From an optimization exercise on the open Yosys and OpenROAD flow, aimed at small area, a short achievable clock period and few clock cycles per item; shortcuts taken in it are not production practice. Only simulation tests tie the RTL to the original design; equivalence was not proved.

==> flow/design.v (outline; a module is shown in full before it is edited, if it fits) <==
// module vm_sm: 3 lines
// module vm_smn: 3 lines
// module vm_fa: 4 lines
// module vm_ha: 4 lines
// module vm_or: 3 lines
// module vm_inv: 3 lines
// module vm_x: 3 lines
// module vm_xn: 3 lines
// module vm_nand: 3 lines
// module vm_nor: 3 lines
// module vm_sel: 3 lines
// module vm_sel0: 3 lines
// module vm_aoi: 3 lines
// module vm_oai: 3 lines
// module vedic_mult_pipe: 5066 lines
module vedic_mult_pipe #(
    parameter int WIDTH = 32
) (
    input  logic              clk,
    input  logic              rst_n,
    input  logic              in_valid,
    output logic              in_ready,
    input  logic [WIDTH-1:0]  in_a,
    input  logic [WIDTH-1:0]  in_b,
    input  logic              in_signed,
    output logic              out_valid,
    input  logic              out_ready,
    output logic [2*WIDTH-1:0] out_p,
    output logic              busy
);
  // ...
==> flow/flow/run.sh <==
#!/bin/bash
# The standard layout (standard.sh), with two changes to how it is made:
# ports are buffered with buf_1, and ORFS's repair_timing aims for setup slack
# above zero (it repairs against the 11 ns clock the SDC gives).
export BUFFER_PORTS_ARGS="-buffer_cell sky130_fd_sc_hd__buf_1"
export SETUP_SLACK_MARGIN=7.6
bash standard.sh > standard.log 2>&1
==> flow/standard.sh <==
#!/bin/bash
# synth_recipe.tcl (not shown) runs the flow's synth.tcl, then flattens the netlist and writes it again
# the make line also repeats each setting of config.mk as NAME=value (left out here)
make -C /OpenROAD-flow-scripts/flow DESIGN_CONFIG=/design/flow/config.mk WORK_HOME=/design/flow/orfs CLKGATE_MAP_FILE= SYNTH_SCRIPT=/design/flow/synth_recipe.tcl "${@:-finish}"
==> flow/config.mk <==
export PLATFORM = sky130hd
export DESIGN_NAME = vedic_mult_pipe
export DESIGN_NICKNAME = vedic_mult_pipe
export VERILOG_FILES = /design/flow/design.v
export SDC_FILE = /design/flow/constraint.sdc
export NUM_CORES = 4
export LEC_CHECK = 0
export CAP_MARGIN = 20
export CORE_MARGIN = 2
export CORE_UTILIZATION = 60
export CTS_BUF_LIST = sky130_fd_sc_hd__clkbuf_8
export CTS_CLUSTER_SIZE = 20
export PLACE_DENSITY = 0.75
export SLEW_MARGIN = 20
export SYNTH_HIERARCHICAL = 1
export TNS_END_PERCENT = 0
==> flow/constraint.sdc <==
create_clock -name core_clock -period 11.0 [get_ports {clk}]
set_input_delay 2.2000 -clock core_clock [delete_from_list [all_inputs] [get_ports {clk}]]
set_output_delay 2.2000 -clock core_clock [all_outputs]
set_load 0.01 [all_outputs]
==> impl_metrics.tcl, run 1 <==
set metrics [dict create \
    synth_top_family_by_area "adder cells" \
    synth_commonest_cells "xor2_1 (610), o22ai_1 (528), fa_1 (470), edfxtp_1 (378), nor2_1 (186)" \
    worstHoldPathType "flop to flop" \
    placed_cells 3839 \
    drtAntennaViolNets 0 \
    nNonClkBuffers 271 \
    clkLatencyLatePin_ps 700 \
    core_area_mm2 0.05650 \
    hold_depth 2 \
    critPathTopFamily "adder cells" \
    routed_wirelength_mm 121.9 \
    wl_met1_mm 42.85 \
    cp.arrival_ps 3930 \
    bufAreaShareNonClock_pct 6.381 \
    met3_usage_pct 16.57 \
    cp-end-kind "flop" \
    busiest_layer "met2" \
    track_usage_pct 39.56 \
    cts_tree "yes" \
    place_area_mm2 0.03651 \
    yosys.area_share.adder_pct 28.89 \
    inv_count 63 \
    grt-ovfl-total 0 \
    cts_sinks 384 \
    syn-cell-area_mm2 0.03434 \
    yosysTopAreaCellShare_pct 33.05 \
    status "finished clean" \
    dr_wl_met3_mm 19.32 \
    vias 28060 \
    place.gp.congestion 0.9986 \
    path_depth 8 \
    port_buffers 135 \
]
Testbench counts, summed over its fixed seeds: cycles 16,024, items 16,000.
==> inputs of run 2 (changes only) <==
==> flow/flow/run.sh (replaced) <==
#!/bin/bash
# The standard layout (standard.sh), with two changes to how it is made:
# ports are buffered with buf_1, and ORFS's repair_timing aims for setup slack
# above zero (it repairs against the 11 ns clock the SDC gives).
export BUFFER_PORTS_ARGS="-buffer_cell sky130_fd_sc_hd__buf_1"
export SETUP_SLACK_MARGIN=7.9
bash standard.sh > standard.log 2>&1
==> run 2 against run 1 <==
  * Hold slack stayed put
  * Worst setup slack is the same
  * Highest routed layer unchanged
==> impl_metrics.tcl, run 2 <==
set metrics [dict create \
    finalWorstSetupSlack_ps 7472 \
    first_iter_violations 4567 \
    worstPathRequired_ps 11400 \
    die_h_um 243.3 \
    final_cells 4016 \
    seqCellArea_mm2 0.01150 \
    cp-end-kind "flop" \
    ys_ff_latch 384 \
    dieArea_mm2 0.05917 \
    setup_violations 0 \
    cp-start-kind "flop" \
    cp_slowest_cell "fa_1" \
    drv_slew 0 \
    placementRows 87 \
    regMostFlops "cs1" \
    routed_wirelength_mm 121.9 \
    rsz0062_at_grt "true" \
    drive_above_1_share_pct 14.08 \
    slowest_delay_ps 550 \
    clockBufferDepth 3 \
    vias 28060 \
    core_area_mm2 0.05650 \
    yosysTopAreaCellShare_pct 33.05 \
    synth_top_area_cell "edfxtp_1" \
    crit_path_start "bonen0[6]$_DFFE_PN_" \
    fin_area_mm2 0.03994 \
    grt-ovfl-total 0 \
    critPathTopFamily "adder cells" \
    status "finished clean" \
    cts_htree_levels 3 \
    critPathMaxFanout 18 \
    first_pass_iters 11 \
    worst_pin_slew_ps 1045 \
    path_depth 8 \
    syn-cell-area_mm2 0.03434 \
    port_buffers 135 \
    synthArstFlopShare_pct 1.563 \
    cts_made_buffers 69 \
    io_pins 136 \
    layout.cells.most_common_list "xor2_1 (604), o22ai_1 (500), fa_1 (433)" \
    synth_commonest_cells "xor2_1 (610), o22ai_1 (528), fa_1 (470), edfxtp_1 (378), nor2_1 (186)" \
    worstHoldPathType "flop to flop" \
    layout_commonest_cell "xor2_1" \
    area_delta_synth_final_pct 16.29 \
    antenna_found_initial 5 \
    worstRegToRegCells 8 \
    synthFlopType "edfxtp_1" \
    crit_buf_inv 2 \
    cts_sinks 384 \
    reg_top3 "cs1: 168 flops, pk: 64 flops, po: 64 flops" \
    hold_depth 2 \
    critical_path_class "flop to flop" \
    crit_path_end "cs1[95]$_DFFE_PN_" \
    cp_common_cell "fa_1" \
    placed_cells 3839 \
    grt_pass1_vias 28940 \
    max_freq_mhz 283.5 \
    route.detailed.drc 0 \
    synth_cell_type_count 23 \
    yosysMostFrequentCell "xor2_1" \
    cts.clk_slew.worst_paths_ps 60 \
    synthCells 2852 \
    multi_input_area_mm2 0.02339 \
    avgSynthCellArea_um2 12.04 \
    grt_pass1_wl_mm 174.1 \
    place.gp.congestion 0.9986 \
    relSlewSlack_pct 30.30 \
    r2r-start "bonen0[6]$_DFFE_PN_" \
    wl_per_cell_um 30.36 \
    finalCriticalPeriod_ps 3528 \
    grt_max_degree 187 \
    dp_hpwl_mm 70.68 \
    synth_warnings 7 \
    final.period_utilization_pct 32.07 \
    critical_path.cell_chain "buf_4, clkbuf_16, o22ai_2, xor2_2, fa_1, fa_1, fa_1, fa_1" \
    track_usage_pct 39.56 \
    hold_violations 0 \
    root_buffer "clkbuf_8" \
    r2r_slack_ps 7470 \
    cts_tree "yes" \
    dp_slack_ps 7312 \
    ys_seq_area_share_pct 33.49 \
    cp.arrival_ps 3930 \
    yosys-top-cells-area "edfxtp_1 (33%), fa_1 (27%), xor2_1 (16%)" \
    synth_edf_count 378 \
    skew_ps 48.78 \
    rr_endpoint "cs1[95]$_DFFE_PN_" \
    cap_violations 0 \
    die_x_um 243.3 \
    initial_utilization_pct 60.79 \
    setup_tns_ps 0 \
    final_nets 3783 \
    vias_per_cell 6.987 \
    cts_hold_buffers 0 \
    fillers 4110 \
    drtAntennaViolNets 0 \
    place_area_mm2 0.03651 \
    largest_register_ffs 168 \
    clkLatencyLatePin_ps 700 \
]
[run 2: cell counts after synthesis]
No cell type changed its count.
[run 2: per-layer routing]
layer / global-route usage [%] / part of all wire, % / vias to the layer above
li1: - / - / 11100
met1: 51.20 / 35 / 13520
met2: 57.74 / 42 / 2633
met3: 16.57 / 16 / 797
met4: 19.16 / 6.8 / 12
met5: 0 / 0.26 / -
[run 2: repair_timing]
item	in CTS	in global routing
endpoints found under the setup margin	272	355
buffers inserted	5	28
pin swaps	7	63
cloned	2	14
hold endpoints to repair	0	0
gates resized for setup	104	307
[run 2: how the worst min path moves through the flow]
| stage | end | start |
|---|---|---|
| finish | vo$_DFF_PN0_ | v1$_DFF_PN0_ |
| floorplan | busy_q$_DFF_PN0_ | v0$_DFF_PN0_ |
| global placement | busy_q$_DFF_PN0_ | v0$_DFF_PN0_ |
| global route | vo$_DFF_PN0_ | v1$_DFF_PN0_ |
| CTS | vo$_DFF_PN0_ | v1$_DFF_PN0_ |
| detailed placement | busy_q$_DFF_PN0_ | v0$_DFF_PN0_ |
[run 2: logic make-up after synthesis]
logic type / Yosys count / synth area share [%]
buffers and inverters: 63 / 0.6886
other: 1 / 0.01092
adders and majority gates: 511 / 28.89
AOI/OAI and AO/OA: 793 / 14.34
muxes: 2 / 0.06557
and+or+nand+nor: 403 / 4.791
DFF: 384 / 33.49
xor gates and xnor gates: 695 / 17.72
[run 2: final cells by class]
| type | count | share of cell area (%) |
|---|---|---|
| sequential | 384 | 28.81 |
| multi-input combinational | 2414 | 58.56 |
| clock buffer | 69 | 2.378 |
| antenna | 8 | 0.05012 |
| timing repair buffer | 271 | 6.381 |
| tap | 756 | 2.368 |
| clock inverter | 51 | 0.8552 |
| inverter | 63 | 0.6015 |
[run 2: worst reg2reg max path, stage by stage, from the launching register on]
cell and delay [ps]:
edfxtp_1 440, buf_4 200, clkbuf_16 220, o22ai_2 220, xor2_2 200, fa_1 470
fa_1 550, fa_1 470, fa_1 490
[run 2: per-stage QoR]
step | hold WS [ps] | util (%)
floorplan | 461.6 | -
global placement | 474.4 | 64.62
detailed placement | 503.2 | 64.62
CTS | 518.5 | 67.77
global route | 548.3 | 70.67
finish | 513.0 | 70.70
[run 2: per-module statistics from Yosys, one instance, submodules excluded, a selection]
| module | copies in the design | flip-flops and latches | cells | cell area, µm² |
|---|---|---|---|---|
| vm_ha | 41 | 0 | 1 | 12.51 |
| vm_nand | 111 | 0 | 1 | 3.754 |
| vm_inv | 29 | 0 | 1 | 3.754 |
| vm_sel0 | 48 | 0 | 1 | 3.754 |
| vm_x | 585 | 0 | 1 | 8.758 |
| vm_xn | 32 | 0 | 1 | 8.758 |
| vedic_mult_pipe | 1 | 384 | 493 | 12110 |
| vm_sm | 38 | 0 | 3 | 17.52 |
| vm_fa | 470 | 0 | 1 | 20.02 |
| vm_sel | 528 | 0 | 1 | 6.256 |
==> inputs of run 3 (changes only) <==
==> flow/flow/run.sh (replaced) <==
#!/bin/bash
# The standard layout (standard.sh), with two changes to how it is made:
# ports are buffered with buf_1, and ORFS's repair_timing aims for setup slack
# above zero (it repairs against the 11 ns clock the SDC gives).
export BUFFER_PORTS_ARGS="-buffer_cell sky130_fd_sc_hd__buf_1"
export SETUP_SLACK_MARGIN=7.5
bash standard.sh > standard.log 2>&1
--- a/flow/config.mk
+++ b/flow/config.mk
@@ -9,7 +9,6 @@
 export CORE_MARGIN = 2
 export CORE_UTILIZATION = 60
 export CTS_BUF_LIST = sky130_fd_sc_hd__clkbuf_8
-export CTS_CLUSTER_SIZE = 20
 export PLACE_DENSITY = 0.75
 export SLEW_MARGIN = 20
 export SYNTH_HIERARCHICAL = 1
==> run 3 against run 2 <==
  * Clock skew is 4.1 ps lower
  * Via count down 1.7%
  * Area after synthesis unchanged
  * Sequential share of layout area is 0.79 points higher
  * Cell count fell by 1.1%
  * Worst setup slack lost 9.7 ps
  * Hold slack got worse by 0.84 ps
  * Synthesized cell count stayed put
  * Register-to-register slack about the same
  * Critical path type unchanged
==> impl_metrics.tcl, run 3 <==
set metrics [dict create \
    synth_edf_count 378 \
    muxShareOfSynthArea_pct 0.06558 \
    max_freq_mhz 282.7 \
    met3_usage_pct 16.36 \
    cap_violations 0 \
    critical_path_class "flop to flop" \
    final_nets 3744 \
    dp_hpwl_mm 70.68 \
    hold_violations 0 \
    synth_compound_area_share_pct 14.34 \
    yosys-top-cells-area "edfxtp_1 (33%), fa_1 (27%), xor2_1 (16%)" \
    track_usage_pct 39.39 \
    drv_slew 0 \
    placementRows 87 \
    grt_pass1_wl_mm 173.4 \
    setup_violations 0 \
    ys_seq_area_share_pct 33.49 \
    route.detailed.drc 0 \
    synthFlopType "edfxtp_1" \
    yosysMostFrequentCell "xor2_1" \
    first_iter_violations 4036 \
    place.gp.congestion 0.9986 \
    synthCells 2852 \
    met2_usage_pct 57.77 \
    regMostFlops "cs1" \
    layout_commonest_cell "xor2_1" \
    cts_tree "yes" \
    synth_top_family_by_area "adder cells" \
    synthArstFlopShare_pct 1.563 \
    whs_ps 512.2 \
    drive_above_1_share_pct 11.18 \
    layout.cells.most_common_list "xor2_1 (607), o22ai_1 (518), fa_1 (457)" \
    fillers 4195 \
    initial_utilization_pct 60.79 \
    multi_input_area_mm2 0.02305 \
    largest_register_ffs 168 \
    final.period_utilization_pct 32.16 \
    skew_ps 44.64 \
    vias_per_cell 6.949 \
    io_pins 136 \
    core_area_mm2 0.05650 \
    cts_sinks 384 \
    die_x_um 243.3 \
    worstPathRequired_ps 11390 \
    synth_top_area_cell "edfxtp_1" \
    worstHoldPathType "flop to flop" \
    met1_usage_pct 50.98 \
    synth_cell_type_count 23 \
    critPathMaxFanout 33 \
    area_delta_synth_final_pct 13.18 \
    grt_max_degree 187 \
    wl_per_cell_um 29.46 \
    status "finished clean" \
    clockBufferDepth 3 \
    clkLatencyLatePin_ps 700 \
    synth_commonest_cells "xor2_1 (610), o22ai_1 (528), fa_1 (470), edfxtp_1 (378), nor2_1 (186)" \
    yosys.area_share.adder_pct 28.89 \
    cts.clk_slew.worst_paths_ps 60 \
    root_buffer "clkbuf_8" \
    cts_made_buffers 68 \
    cts_htree_levels 3 \
    cts_hold_buffers 0 \
    avgSynthCellArea_um2 12.04 \
    worst_pin_slew_ps 1043 \
    ys_ff_latch 384 \
    seqCellArea_mm2 0.01150 \
    cp-end-kind "flop" \
    dieArea_mm2 0.05917 \
    busiest_layer "met2" \
    rsz0062_at_grt "true" \
    synthSimpleGateAreaFrac_pct 4.791 \
    finalCriticalPeriod_ps 3538 \
    yosysTopAreaCellShare_pct 33.05 \
    r2r_slack_ps 7460 \
    relSlewSlack_pct 30.47 \
    drtAntennaViolNets 0 \
    cp.arrival_ps 3930 \
    die_h_um 243.3 \
    synth_warnings 7 \
    first_pass_iters 8 \
    antenna_found_initial 4 \
    synth_xor_area_share_pct 17.72 \
    setup_tns_ps 0 \
    grt_pass1_vias 28720 \
    port_buffers 135 \
    routed_wirelength_mm 117.0 \
    cp-start-kind "flop" \
    reg_top3 "cs1: 168 flops, pk: 64 flops, po: 64 flops" \
    grt-ovfl-total 0 \
    vias 27600 \
    syn-cell-area_mm2 0.03434 \
]
[run 3: worst max-delay path, stage by stage (launching register included)]
cell      delay (ps)
edfxtp_1         380
clkbuf_8         270
o22ai_1          210
xor2_1           240
fa_1             520
fa_1             540
fa_1             560
fa_1             490
[run 3: through the flow]
step | util (%) | area, µm² | setup WS (ps) | std cells
after floorplan | - | 34390 | 4539 | 2861
after global placement | 64.62 | 36510 | 7374 | 3839
after detailed placement | 64.62 | 36510 | 7312 | 3839
after CTS | 67.30 | 38020 | 7439 | 3959
after global routing | 68.80 | 38870 | 7413 | 3969
final | 68.81 | 38870 | 7462 | 3971
[run 3: layer usage]
layer	up-vias	routed length, µm
met5	-	13
met4	2	6664
met3	664	18230
met2	2485	50350
met1	13430	41720
li1	11020	-
[run 3: path summary, 6_finish.rpt]
check | to | from | cells after the start
min | vo$_DFF_PN0_ | v1$_DFF_PN0_ | 2
min reg2reg | vo$_DFF_PN0_ | v1$_DFF_PN0_ | 2
max reg2reg | cs1[95]$_DFFE_PN_ | btwon0[3]$_DFFE_PN_ | 7
max | cs1[95]$_DFFE_PN_ | btwon0[3]$_DFFE_PN_ | 7
min in group asynchronous | v0$_DFF_PN0_ | rst_n | 1
max in group asynchronous | vk$_DFF_PN0_ | rst_n | 1
[run 3: timing repair]
action | in CTS | in global routing
gates cloned | 0 | 3
endpoints found under the setup margin | 59 | 123
gates resized for setup | 63 | 221
pin swaps | 2 | 28
buffers inserted | 2 | 6
[run 3: cell type report]
type	count	share of cell area, %
Tap cell	756	2.433
Clock inverter	50	0.8497
Sequential cell	384	29.60
Multi-Input combinational cell	2414	59.29
Inverter	63	0.6180
Clock buffer	68	2.408
Antenna cell	3	0.01931
Timing Repair Buffer	233	4.790
[run 3: per-module statistics from Yosys (local to each module, per instance), excerpt]
module / cells inside / flops+latches / copies in the design
vm_fa: 1 / 0 / 470
vm_sel: 1 / 0 / 528
vm_sm: 3 / 0 / 38
vm_sel0: 1 / 0 / 48
vm_or: 1 / 0 / 16
vm_x: 1 / 0 / 585
vm_ha: 1 / 0 / 41
vm_inv: 1 / 0 / 29
vm_smn: 3 / 0 / 25
vm_aoi: 1 / 0 / 79
[run 3: cell families after synthesis]
group	after synthesis
AOI/OAI and AO/OA	793
xor gates and xnor gates	695
adders and majority gates	511
buffers and inverters	63
DFF	384
muxes	2
other	1
and+or+nand+nor	403

## re-timing with driven ports
The results above use ideal ports. As a check the final layouts listed here were re-extracted and re-timed, cells and wires unchanged. Step 1, drivers: a clkbuf_16 drives clk and a buf_2 each remaining input, both assumed. Step 2, shift: input delay + t, output delay - t, t = (earliest + latest rising clock arrival at the registers) / 2. This alone moves slack from input paths to output paths. a / b / c = ideal / step 1 / step 2; a / b = the first two.
run | t (ns) | setup slack, ns | clock arrival spread, ns
run 1 | 0.742 | 7.472 / 7.472 / 7.472 | 0.049 / 0.049
run 2 | 0.742 | 7.472 / 7.472 / 7.472 | 0.049 / 0.049
run 3 | 0.729 | 7.462 / 7.462 / 7.462 | 0.050 / 0.050
After both steps every run listed still meets setup and hold.
